This is an optimization exercise on Yosys and OpenROAD, whose aim is small area, not a production implementation. Only simulation tests tie the RTL to the original design; equivalence was not proved. Power figures rest on the tool's default switching activity, not on a simulated workload.

==> flow/design.v (excerpt) <==
module correlator_top
(
  input  logic                 clk_in,
  input  logic                 i_rst,
  input  logic                 i_pdm_valid,
  input  logic [3-1:0] i_pdm_bits,
  output logic                 o_acc_valid,
  output logic [(((3 * (3 - 1) / 2) > 1) ? $clog2((3 * (3 - 1) / 2)) : 1)-1:0]              o_acc_bl,
  output logic [((8 > 1) ? $clog2(8) : 1)-1:0]             o_acc_lag,
  output logic signed [48-1:0]                 o_acc_data,
  output logic                 o_acc_last
);
  function automatic logic [19:0] hrom0(input logic [3:0] r);
    case (r)
      4'd0: hrom0 = 20'd3876;
      4'd1: hrom0 = 20'd3060;
      4'd2: hrom0 = 20'd2380;
      4'd3: hrom0 = 20'd1820;
      4'd4: hrom0 = 20'd1365;
      4'd5: hrom0 = 20'd1001;
      4'd6: hrom0 = 20'd715;
      4'd7: hrom0 = 20'd495;
      4'd8: hrom0 = 20'd330;
      4'd9: hrom0 = 20'd210;
      4'd10: hrom0 = 20'd126;
      4'd11: hrom0 = 20'd70;
      4'd12: hrom0 = 20'd35;
      4'd13: hrom0 = 20'd15;
      4'd14: hrom0 = 20'd5;
      4'd15: hrom0 = 20'd4840;
      default: hrom0 = '0;
    endcase
  endfunction
  function automatic logic [19:0] hrom1(input logic [3:0] r);
    case (r)
      4'd0: hrom1 = 20'd32980;
      4'd1: hrom1 = 20'd31076;
      4'd2: hrom1 = 20'd29020;
      4'd3: hrom1 = 20'd26860;
      4'd4: hrom1 = 20'd24640;
      4'd5: hrom1 = 20'd22400;
      4'd6: hrom1 = 20'd20176;
      4'd7: hrom1 = 20'd18000;
      4'd8: hrom1 = 20'd15900;
      4'd9: hrom1 = 20'd13900;
      4'd10: hrom1 = 20'd12020;
      4'd11: hrom1 = 20'd10276;
      4'd12: hrom1 = 20'd8680;
      4'd13: hrom1 = 20'd7240;
      4'd14: hrom1 = 20'd5960;
      4'd15: hrom1 = 20'd34690;
      default: hrom1 = '0;
    endcase
  endfunction
  ...
Size in the first run: roughly 3400 cells after synthesis, ~880 flip-flops, about 61 I/O pins, roughly 36000 um2 of cells after synthesis.
Settings: LEC_CHECK=0, ABC_AREA=1, CAP_MARGIN=10, CORE_MARGIN=2, CORE_UTILIZATION=55, SLEW_MARGIN=10; clock period 20.0 ns.
standard.sh (not shown) runs the stock make flow with config.mk's settings and CLKGATE_MAP_FILE= SYNTH_SCRIPT=/design/flow/synth_recipe.tcl, a recipe that flattens the netlist after the stock synthesis.
==> flow/flow/run.sh <==
#!/bin/bash
# Standard layout with two changes to how it is made:
#  - synthesis maps logic with an area-oriented ABC script (flow/abc_area.script,
#    used through ABC_AREA=1) from a copy of the ORFS scripts folder;
#  - the clock tree uses small leaf clusters of clkbuf_4 and no dummy loads;
#  - ports are buffered with buf_1.
# Each tool's output goes to a log file in this folder.
set -euo pipefail
HERE=$(pwd)
rm -rf "$HERE/scripts_mod"
cp -r "$FLOW_HOME/scripts" "$HERE/scripts_mod"
cp "$HERE/flow/abc_area.script" "$HERE/scripts_mod/abc_area.script"
CTS="-sink_clustering_enable -repair_clock_nets -dont_use_dummy_load -sink_clustering_size 8 -sink_clustering_max_diameter 80 -buf_list sky130_fd_sc_hd__clkbuf_4"
bash standard.sh "SCRIPTS_DIR=$HERE/scripts_mod" "CTS_ARGS=$CTS" "BUFFER_PORTS_ARGS=-buffer_cell sky130_fd_sc_hd__buf_1" finish > make_finish.log 2>&1
==> flow/flow/abc_area.script <==
strash
dch
map -a
strash
dch
map -a
topo
Edit:
Settings changed: GPL_TIMING_DRIVEN set to 0.
Outcome:
- The new run passed the timing, design-rule and antenna checks
- clock skew went down by 0.0080 ns
- global-route usage hardly moves
- non-clock buffer count came out lower by 40
- routed wire length came out higher by about 1%
- hold slack stays flat
- critical path depth decreases by 11
- synthesized cell count is unchanged
- sequential share of layout area is lower by 0.59 points
- sequential power stays flat
- flip-flop and latch count stays the same
- maximum frequency decreases by about 1.2%

========
v20:
Another version of the RTL of correlator_top (not shown whole).
For scale: ~850 flip-flops, about 61 I/O pins, about 39000 um2 of cells after synthesis.
==> flow/config.mk <==
export PLATFORM = sky130hd
export DESIGN_NAME = correlator_top
export DESIGN_NICKNAME = correlator_top
export VERILOG_FILES = /design/flow/design.v
export SDC_FILE = /design/flow/constraint.sdc
export NUM_CORES = 4
export LEC_CHECK = 0
export ABC_AREA = 1
export CAP_MARGIN = 20
export CORE_MARGIN = 2
export CORE_UTILIZATION = 55
export SLEW_MARGIN = 20
==> flow/constraint.sdc <==
create_clock -name core_clock -period 20.0 [get_ports {clk_in}]
set_input_delay 4.0000 -clock core_clock [delete_from_list [all_inputs] [get_ports {clk_in}]]
set_output_delay 4.0000 -clock core_clock [all_outputs]
set_load 0.01 [all_outputs]
==> flow/flow/run.sh <==
#!/bin/bash
# Standard layout with two changes to how it is made:
#  - synthesis maps logic with an area-oriented ABC script (flow/abc_area.script,
#    used through ABC_AREA=1) from a copy of the ORFS scripts folder;
#  - the clock tree uses fuller leaf clusters of clkbuf_8 and no dummy loads.
# Each tool's output goes to a log file in this folder.
set -euo pipefail
HERE=$(pwd)
rm -rf "$HERE/scripts_mod"
cp -r "$FLOW_HOME/scripts" "$HERE/scripts_mod"
cp "$HERE/flow/abc_area.script" "$HERE/scripts_mod/abc_area.script"
CTS="-sink_clustering_enable -repair_clock_nets -dont_use_dummy_load -sink_clustering_size 14 -sink_clustering_max_diameter 120 -buf_list sky130_fd_sc_hd__clkbuf_8"
bash standard.sh "SCRIPTS_DIR=$HERE/scripts_mod" "CTS_ARGS=$CTS" finish > make_finish.log 2>&1
Scripts as last shown in full above: flow/flow/abc_area.script
Relative to v20, the following input files were edited for v3:
diff --git a/flow/flow/run.sh b/flow/flow/run.sh
--- a/flow/flow/run.sh
+++ b/flow/flow/run.sh
@@ -4,3 +4,4 @@
 #    used through ABC_AREA=1) from a copy of the ORFS scripts folder;
-#  - the clock tree uses fuller leaf clusters of clkbuf_8 and no dummy loads.
+#  - the clock tree uses fuller leaf clusters of clkbuf_8 and no dummy loads;
+#  - ports are buffered with buf_1.
 # Each tool's output goes to a log file in this folder.
@@ -12,2 +13,2 @@
 CTS="-sink_clustering_enable -repair_clock_nets -dont_use_dummy_load -sink_clustering_size 14 -sink_clustering_max_diameter 120 -buf_list sky130_fd_sc_hd__clkbuf_8"
-bash standard.sh "SCRIPTS_DIR=$HERE/scripts_mod" "CTS_ARGS=$CTS" finish > make_finish.log 2>&1
+bash standard.sh "SCRIPTS_DIR=$HERE/scripts_mod" "CTS_ARGS=$CTS" "BUFFER_PORTS_ARGS=-buffer_cell sky130_fd_sc_hd__buf_1" finish > make_finish.log 2>&1
diff --git a/flow/config.mk b/flow/config.mk
--- a/flow/config.mk
+++ b/flow/config.mk
@@ -8,5 +8,5 @@
 export ABC_AREA = 1
-export CAP_MARGIN = 20
+export CAP_MARGIN = 10
 export CORE_MARGIN = 2
-export CORE_UTILIZATION = 55
-export SLEW_MARGIN = 20
+export CORE_UTILIZATION = 70
+export SLEW_MARGIN = 10
Results
v3: sequential fraction of total cell area is 0.81 points higher than what v20 reported. Diff v20 -> v3: fraction of the cycle the final worst path needs now sits higher; die extent in y saw a decrease; maximum number of pins on one net before global-route repair went up. In v3, peak ir drop on the vdd network is higher than in v20. For the fraction of power consumed by the clock network, v3 came in 0.2 points lower than v20 did. Taking v20 as the reference, in v3 total power consumption of the routed design stayed essentially flat; cell area fell by 650 um2. Met3 wirelength from detailed routing, v3 vs v20: up by more than a quarter.
Modified inputs, v19 compared to v3
==> flow/flow/run.sh <==
#!/bin/bash
# Standard layout, with a clock tree of fewer, fuller leaf clusters and no
# dummy loads. Each tool's output goes to a log file in this folder.
set -euo pipefail
CTS="-sink_clustering_enable -repair_clock_nets -dont_use_dummy_load -sink_clustering_size 16 -sink_clustering_max_diameter 150 -buf_list sky130_fd_sc_hd__clkbuf_8"
bash standard.sh "CTS_ARGS=$CTS" finish > make_finish.log 2>&1
diff --git a/flow/config.mk b/flow/config.mk
--- a/flow/config.mk
+++ b/flow/config.mk
@@ -7,6 +7,5 @@
 export LEC_CHECK = 0
-export ABC_AREA = 1
-export CAP_MARGIN = 10
+export CAP_MARGIN = 20
 export CORE_MARGIN = 2
-export CORE_UTILIZATION = 70
-export SLEW_MARGIN = 10
+export CORE_UTILIZATION = 55
+export SLEW_MARGIN = 20
removed: flow/flow/abc_area.script
- The post-placement cell area of v19 exceeds that of v3 by 12%.
- Compared with v3, v19 shows a fraction of synthesized area in multiplexers that is 3.6 points higher.
- Summary: power attributed to the clock group, v19 better than v3
- Diff v3 -> v19 | clock-buffer cell count | down by more than 10%
- Summary — tap cell instance count, v19 relative to v3: higher, by 49%.
- Relative to v3, the depth of the most critical reg-to-reg path measured on v19 has decreased by more than 10%.
- Run comparison: v19 slowest cell on the critical path fa_4; v3 slowest cell on the critical path fa_1
- Adder-cell share of the synthesized area down 1.7 points in v19 wrt v3
Here is what was changed in the inputs of v23 compared with v19.
==> flow/flow/run.sh <==
#!/bin/bash
# Standard layout, with a clock tree of fewer, fuller leaf clusters and no
# dummy loads. Each tool's output goes to a log file in this folder.
set -euo pipefail
CTS="-sink_clustering_enable -repair_clock_nets -dont_use_dummy_load -sink_clustering_size 14 -sink_clustering_max_diameter 120 -buf_list sky130_fd_sc_hd__clkbuf_8"
bash standard.sh "CTS_ARGS=$CTS" finish > make_finish.log 2>&1
diff --git a/flow/config.mk b/flow/config.mk
--- a/flow/config.mk
+++ b/flow/config.mk
@@ -7,2 +7,3 @@
 export LEC_CHECK = 0
+export ABC_AREA = 1
 export CAP_MARGIN = 20
### Flow results
The final reports for v23 and v19 show total number of multi-input combinational cells higher in the former. In the flow results for v23 and v19, the sequential share of layout area is larger on v23. v19 -> v23: maximum frequency flat. Compared with v19, v23 shows total length of routed met2 wires that has gone down by more than 10%. v23 vs v19, most common library cell in the layout ignoring fill and taps: nand2_1 vs edfxtp_1. On unique cell type count in the Yosys netlist: between v23 and v19, it ends up higher for v19. v23 vs. v19: number of standard cells after synthesis +602; final wirelength -11%. Taking v19 as the reference point, the synthesis-to-finish area growth of v23 falls by 0.39 points. Count of non-filler cells in the finished layout grows by more than 10% when moving from v19 to v23. When v23 is measured against v19, its area of the mapped netlist turns out about 1.4% lower.

re-timing with driven ports:
No port has a modelled driver above. Below, the same layouts with a new extraction and two added sets of constraints.
Step 1 (the two cells are an assumption about what drives the block):
set clk [get_ports {clk_in}]
set_driving_cell -lib_cell sky130_fd_sc_hd__clkbuf_16 $clk
set_driving_cell -lib_cell sky130_fd_sc_hd__buf_2 [delete_from_list [all_inputs] $clk]
Step 2 moves the port delays by t, midway between the first and last clock arrival at a register: inputs arrive t later, outputs are due t later. That takes back most of the time a late clock gives input paths.
a / b / c = ideal / step 1 / step 2; a / b = the first two.
run | t (ns) | setup WS [ns] | worst hold slack (ns)
the first run of note 1 | 0.952 | 0.747 / 0.747 / 0.747 | 0.265 / 0.265 / 0.265
the second run of note 1 | 0.930 | 0.508 / 0.508 / 0.508 | 0.263 / 0.263 / 0.263
v20 | 0.719 | 0.918 / 0.918 / 0.918 | 0.296 / 0.296 / 0.296
v3 | 0.725 | 0.661 / 0.661 / 0.661 | 0.269 / 0.269 / 0.269
v19 | 0.754 | 0.753 / 0.753 / 0.753 | 0.317 / 0.317 / 0.317
v23 | 0.718 | 0.750 / 0.750 / 0.750 | 0.291 / 0.291 / 0.291
After both steps setup and hold are still met in every run listed.
